This design comes from an exercise in tuning for small area, a short achievable clock period and few clock cycles per item on the open sky130 flow, not from production work. RTL that was checked went through simulation tests only; none was proved equivalent to the original. Power and IR drop assume default switching activity.

// kmeans_top
module kmeans_top #(
    parameter int num_pixels = 100,
    parameter int iterations = 3
) (
    input  logic                clk,
    input  logic                reset,
    input  logic                start,
    output logic [16-1:0]   pixel_addr,
    input  logic signed [16-1:0] a_data,
    input  logic                cluster_id_rdata,
    input  logic                rgb_dark,
    output logic                cluster_id_we,
    output logic                cluster_id_wdata,
    output logic                lab_clear,
    output logic                done_kmeans,
    output logic                done_cluster
);
For scale: roughly 140 flip-flops.
Settings: LEC_CHECK=0, ABC_AREA=1, CAP_MARGIN=20, CORE_MARGIN=2, CORE_UTILIZATION=40, CTS_BUF_LIST=sky130_fd_sc_hd__clkbuf_8, SETUP_SLACK_MARGIN=3.0, SLEW_MARGIN=20; clock period 5.5 ns.
run.sh (not shown) runs the stock make flow with config.mk's settings and CLKGATE_MAP_FILE= SYNTH_SCRIPT=/design/flow/synth_recipe.tcl, a recipe that flattens the netlist after the stock synthesis.
Testbench counts at the start, summed over its fixed seeds: cycles 30,728, jobs 48.
Change:
==> flow/flow/run.sh (new file) <==
#!/bin/bash
set -euo pipefail
bash standard.sh finish "BUFFER_PORTS_ARGS=-buffer_cell sky130_fd_sc_hd__buf_4" \
    > standard_flow.log 2>&1
==> flow/standard.sh (new file) <==
#!/bin/bash
# synth_recipe.tcl (not shown) runs the flow's synth.tcl, then flattens the netlist and writes it again
# the make line also repeats each setting of config.mk as NAME=value (left out here)
make -C /OpenROAD-flow-scripts/flow DESIGN_CONFIG=/design/flow/config.mk WORK_HOME=/design/flow/orfs CLKGATE_MAP_FILE= SYNTH_SCRIPT=/design/flow/synth_recipe.tcl "${@:-finish}"
SETUP_SLACK_MARGIN = 3.2   (was 3.0)
removed: flow/run.sh
Clock skew stays flat.
Wire length went up by 2.3%.
Fmax went up by 11%.
Power went down by 0.86%.
Hold slack is about the same.
Change:
==> flow/run.sh (new file) <==
#!/bin/bash
# synth_recipe.tcl (not shown) runs the flow's synth.tcl, then flattens the netlist and writes it again
# the make line also repeats each setting of config.mk as NAME=value (left out here)
make -C /OpenROAD-flow-scripts/flow DESIGN_CONFIG=/design/flow/config.mk WORK_HOME=/design/flow/orfs CLKGATE_MAP_FILE= SYNTH_SCRIPT=/design/flow/synth_recipe.tcl finish
removed: flow/flow/run.sh
removed: flow/standard.sh
Routed wire length drops by about 1.6%.
Cell count climbs by 0.37%.
Synthesized area stays the same.
Utilization rose by 0.80 points.
Register-to-register slack is about the same.
Via count decreases by 0.47%.
Non-clock buffer count is higher by 6.
Worst hold slack is about the same.
Count of clock-buffer cells in the layout is higher by 1.
Setup slack gets worse by 0.044 ns.
Clock power went up by about 5%.

The RTL this note starts from:
==> flow/design.v <==
`timescale 1ns/1ps
module kmeans_top #(
    parameter int num_pixels = 100,
    parameter int iterations = 3
) (
    input  logic                clk,
    input  logic                reset,
    input  logic                start,
    output logic [16-1:0]   pixel_addr,
    input  logic signed [16-1:0] a_data,
    input  logic                cluster_id_rdata,
    input  logic                rgb_dark,
    output logic                cluster_id_we,
    output logic                cluster_id_wdata,
    output logic                lab_clear,
    output logic                done_kmeans,
    output logic                done_cluster
);
    localparam int SW = 16;    
    localparam int AW = 7;               
    localparam int QW = 16;              
    localparam int RW = 7;               
    localparam int TW = RW + QW;         
    localparam logic [1:0] M_IDLE = 2'd0;
    localparam logic [1:0] M_RD   = 2'd1;    
    localparam logic [1:0] M_DV   = 2'd2;    
    localparam logic [1:0] M_IL   = 2'd3;    
    localparam logic [AW-1:0] LAST   = AW'(num_pixels - 1);
    localparam logic [AW-1:0] DV_JMP = AW'(128 - QW - 4);
    localparam logic [QW-1:0] C0U = QW'(0 + 32768);
    localparam logic [QW-1:0] C1U = QW'(5 + 32768);
    logic [1:0]    mode;
    logic          pass2;
    logic [AW-1:0] addr;     
    logic [AW-1:0] bddr;     
    logic [AW-1:0] binc;
    assign binc = bddr + 1'b1;
    logic          ph;       
    logic          ilf;      
    logic          dv, dvf;  
    logic          lv, lvf;  
    logic [SW-1:0] u_q;
    logic          lab_q, labn_q, sn_q, id_q, dark_q;
    logic [QW-1:0] lo0, lo1;
    logic [RW-1:0] hi0, hi1;
    logic          c0, c1;
    logic [TW-1:0] acc0, acc1;
    assign acc0 = {hi0 + RW'(c0), lo0};
    assign acc1 = {hi1 + RW'(c1), lo1};
    logic [AW-1:0] n0, n1;
    logic [QW+1:0] v;
    logic          fin1_q;   
    logic          fin_q;    
    logic          divstep;  
    logic          we_q, wd_q, lc_q, dk_q, dc_q;
    assign pixel_addr       = {{(16-AW){1'b0}}, addr};
    assign cluster_id_we    = we_q;
    assign cluster_id_wdata = wd_q;
    assign lab_clear        = lc_q;
    assign done_kmeans      = dk_q;
    assign done_cluster     = dc_q;
    logic [SW-1:0] u_in;
    logic          sel;
    assign u_in = {~a_data[SW-1], a_data[SW-2:0]};
    assign sel  = (n1 > n0);
    logic idle, vclr;
    assign idle    = (mode == M_IDLE);
    assign vclr    = divstep && (&addr[3:0]);
    function automatic logic [TW-1:0] dstep(
        input logic [TW-1:0] s,
        input logic [AW-1:0] den
    );
        logic [RW:0]   r2;
        logic [RW+1:0] t;
        r2 = s[TW-1:QW-1];
        t  = {1'b0, r2} - {2'b00, den};
        if (!t[RW+1])
            dstep = {t[RW-1:0], s[QW-2:0], 1'b1};
        else
            dstep = {r2[RW-1:0], s[QW-2:0], 1'b0};
    endfunction
    logic [TW-1:0] ds0, ds1;
    assign ds0 = dstep({hi0, lo0}, n0);
    assign ds1 = dstep({hi1, lo1}, n1);
    function automatic logic [QW-1:0] due_bits(input logic [QW-1:0] c);
        for (int i = 0; i < QW; i++)
            due_bits[i] = c[(QW + 14 - i) % QW];
    endfunction
    localparam logic [QW-1:0] C0D = due_bits(C0U);
    localparam logic [QW-1:0] C1D = due_bits(C1U);
    logic       b0, b1, bq0, bq1;
    assign b0 = (n0 == '0) ? C0D[addr[3:0]] : ds0[0];
    assign b1 = (n1 == '0) ? C1D[addr[3:0]] : ds1[0];
    logic kq0, kq1;
    logic x0, x1, x2;
    assign x0 = !fin_q & (bq0 ^ bq1);
    assign x1 = fin_q ? (kq0 ^ kq1) : (bq0 & bq1);
    assign x2 = fin_q & kq0 & kq1;
    logic [QW:0] vt, vinc, vpre;
    logic        vc1;
    assign vt = v[QW:0];
    assign vc1 = (vt[0] & x1) | x2;
    assign vpre[0] = 1'b0;
    assign vpre[1] = vc1;
    for (genvar i = 2; i <= QW; i++)
    begin : g_vpre
        assign vpre[i] = vc1 & (&vt[i-1:1]);
    end
    assign vinc = {vt[QW:1] ^ vpre[QW:1], vt[0] ^ x1};
    logic [QW:0] acc_sum0, acc_sum1;
    assign acc_sum0 = {1'b0, lo0} + {1'b0, u_q};
    assign acc_sum1 = {1'b0, lo1} + {1'b0, u_q};
    always_ff @(posedge clk)
    begin
        u_q    <= u_in;
        lab_q  <= (u_in > v[QW+1:2]);
        labn_q <= !(u_in > v[QW+1:2]);
        sn_q   <= (a_data < (-10));
        id_q   <= cluster_id_rdata;
        dark_q <= rgb_dark;
    end
    always_ff @(posedge clk)
    begin
        if (idle || fin_q)
        begin
            {hi0, c0, lo0} <= '0;
            {hi1, c1, lo1} <= '0;
            n0   <= '0;
            n1   <= '0;
        end
        else if (divstep)
        begin
            {hi0, lo0} <= ds0;
            {hi1, lo1} <= ds1;
            c0 <= 1'b0;
            c1 <= 1'b0;
        end
        else
        begin
            hi0 <= acc0[TW-1:QW];
            hi1 <= acc1[TW-1:QW];
            c0  <= 1'b0;
            c1  <= 1'b0;
        end
        if (lv && !lvf)
        begin
            if (lab_q)
                {c1, lo1} <= acc_sum1;
            else
                {c0, lo0} <= acc_sum0;
            if (mode != M_IL || sn_q)
            begin
                if (labn_q)
                    n0 <= n0 + 1'b1;
                else
                    n1 <= n1 + 1'b1;
            end
        end
        if (divstep)
        begin
            bq0 <= b0;
            bq1 <= b1;
        end
        if (fin1_q)
        begin
            kq0 <= (n0 != '0) && !lo0[QW-1] && (|hi0);
            kq1 <= (n1 != '0) && !lo1[QW-1] && (|hi1);
        end
        if (idle)
            v <= {({1'b0, C0U} + {1'b0, C1U}), 1'b0};
        else if (vclr)
            v <= '0;
        else if (divstep || fin1_q || fin_q)
            v <= {vinc, x0};
    end
    always_ff @(posedge clk)
    begin
        if (reset)
        begin
            mode  <= M_IDLE;
            pass2 <= 1'b0;
            addr  <= '0;
            bddr  <= '0;
            ph    <= 1'b0;
            ilf   <= 1'b0;
            dv    <= 1'b0;
            dvf   <= 1'b0;
            lv    <= 1'b0;
            lvf   <= 1'b0;
            fin1_q <= 1'b0;
            fin_q <= 1'b0;
            divstep <= 1'b0;
            we_q  <= 1'b0;
            wd_q  <= 1'b0;
            lc_q  <= 1'b0;
            dk_q  <= 1'b0;
            dc_q  <= 1'b0;
        end
        else
        begin
            lv    <= dv;
            lvf   <= dvf;
            dv    <= 1'b0;
            dvf   <= 1'b0;
            fin1_q <= 1'b0;
            fin_q <= fin1_q;
            divstep <= 1'b0;
            we_q  <= 1'b0;
            lc_q  <= 1'b0;
            case (mode)
                M_IDLE:
                    if (start)
                    begin
                        dv    <= 1'b1;
                        addr  <= binc;
                        bddr  <= binc;
                        mode  <= M_RD;
                        pass2 <= 1'b0;
                        dk_q  <= 1'b0;
                        dc_q  <= 1'b0;
                    end
                M_RD:
                begin
                    dv <= 1'b1;
                    if (bddr == LAST)
                    begin
                        addr <= DV_JMP;
                        bddr <= DV_JMP;
                        mode <= M_DV;
                    end
                    else
                    begin
                        addr <= binc;
                        bddr <= binc;
                    end
                end
                M_DV:
                begin
                    addr    <= binc;
                    bddr    <= binc;
                    divstep <= (bddr >= DV_JMP + 2'd2) && (bddr <= 7'd125);
                    fin1_q  <= (bddr == 7'd126);
                    if (&bddr)
                    begin
                        pass2 <= 1'b1;
                        ph    <= 1'b0;
                        ilf   <= 1'b0;
                        mode  <= pass2 ? M_IL : M_RD;
                    end
                end
                default:  
                begin
                    ph <= ~ph;
                    if (!ph)
                    begin
                        dv   <= (addr <= LAST);
                        dvf  <= ilf;
                        addr <= bddr;
                        bddr <= addr;
                        if (lv)
                        begin
                            we_q <= 1'b1;
                            if (lvf)
                            begin
                                wd_q <= ~(id_q ^ sel);
                                lc_q <= (id_q ^ sel) | dark_q;
                                dk_q <= 1'b1;
                            end
                            else
                                wd_q <= !labn_q;
                        end
                    end
                    else
                    begin
                        if (dk_q && addr == LAST)
                        begin
                            addr <= '0;
                            bddr <= '0;
                            dc_q <= 1'b1;
                            mode <= M_IDLE;
                        end
                        else if (bddr == LAST)
                        begin
                            addr <= ilf ? AW'(num_pixels) : '0;
                            ilf  <= 1'b1;
                        end
                        else
                            addr <= binc;
                    end
                end
            endcase
        end
    end
endmodule
export LEC_CHECK = 0
export ABC_AREA = 1
export CAP_MARGIN = 20
export CORE_MARGIN = 2
export CORE_UTILIZATION = 45
export CTS_BUF_LIST = sky130_fd_sc_hd__clkbuf_8
export SETUP_SLACK_MARGIN = 3.4
export SLEW_MARGIN = 20
create_clock -name core_clock -period 5.5 [get_ports {clk}]
standard.sh (not shown) runs the stock make flow with config.mk's settings and CLKGATE_MAP_FILE= SYNTH_SCRIPT=/design/flow/synth_recipe.tcl, a recipe that flattens the netlist after the stock synthesis.
==> flow/flow/run.sh <==
#!/bin/bash
set -euo pipefail
bash standard.sh finish "BUFFER_PORTS_ARGS=-buffer_cell sky130_fd_sc_hd__buf_4" \
    > standard_flow.log 2>&1
The baseline produced a clean layout.
Edit:
Settings changed: CORE_UTILIZATION 45 to 40, SETUP_SLACK_MARGIN 3.4 to 3.5.
Effect: The changed run went through all stages and came out clean. Wire length goes up by 0.59%. Sequential share of layout area goes down by 0.67 points. Global-route usage goes down by 2.4 points. Cell area goes up by 2.8%. Fmax goes up by 2.1%. Critical path depth stays the same. Die area goes up by 12%.
Edit:
Settings changed: CORE_UTILIZATION 40 to 45, PLACE_DENSITY set to 0.65, SETUP_SLACK_MARGIN 3.5 to 3.4.
=> The changed run produced a clean layout. Synthesized cell count is unchanged. Maximum frequency went down by 1.4%. Via count is lower by 1.4%. Core utilization rises by 4.4 points. Final cell count decreases by 2.0%.
Edit:
Settings changed: CORE_UTILIZATION 45 to 40, CTS_BUF_LIST sky130_fd_sc_hd__clkbuf_8 to unset, PLACE_DENSITY 0.65 to unset.
What happened: Wire length rose by 2.1%. Utilization fell by 4.7 points. Via count barely changes. Cell count rose by 0.91%. Setup slack gets better by 21 ps. Combinational power is about the same.
Edit:
Settings changed: CTS_BUF_LIST set to sky130_fd_sc_hd__clkbuf_8.
Result: Worst setup slack loses 31 ps. Final cell count stays the same. Hold slack stays flat. Clock-buffer cell count came out lower by 2. Combinational power stays flat. Via count came out higher by 0.66%. Global-route usage stays flat. Synthesized area stays the same. Routed wire length is about the same. Critical path depth stays the same. Cell area came out lower by 1.7%.
Function was not checked in any run of this note: the RTL went through the layout flow alone.

==> re-timing with driven ports <==
The results above use ideal ports. As a check the final layouts listed here were re-extracted and re-timed, cells and wires unchanged. Step 1: set_driving_cell puts a clkbuf_16 on clk and a buf_2 on each other input, an assumption about the parent block. Step 2 adds t to the input delays and takes it off the output delays; t is the mean of the earliest and latest rising clock arrival at the registers after step 1. Input paths then give back, and output paths get back, about the clock's delay inside the block. a / b / c = ideal / step 1 / step 2; a / b = the first two.
run	t (ns)	setup slack, ns	worst register clock-pin slew, ns
the first run of note 1	0.496	3.064 / 3.022 / 2.785	0.08 / 0.08
the second run of note 1	0.489	3.312 / 3.269 / 3.126	0.08 / 0.08
the third run of note 1	0.494	3.268 / 3.225 / 2.827	0.08 / 0.08
the first run of note 2	0.489	3.425 / 3.388 / 3.242	0.09 / 0.09
the second run of note 2	0.495	3.467 / 3.424 / 3.210	0.09 / 0.09
the third run of note 2	0.486	3.438 / 3.397 / 3.220	0.09 / 0.09
the fourth run of note 2	0.464	3.460 / 3.412 / 3.222	0.06 / 0.06
the fifth run of note 2	0.494	3.428 / 3.386 / 3.206	0.09 / 0.09
After both steps every run listed still meets setup and hold. The setup slack of the third run of note 1, which loses most, moves by -0.043 ns with the drivers and by -0.441 ns with both steps.
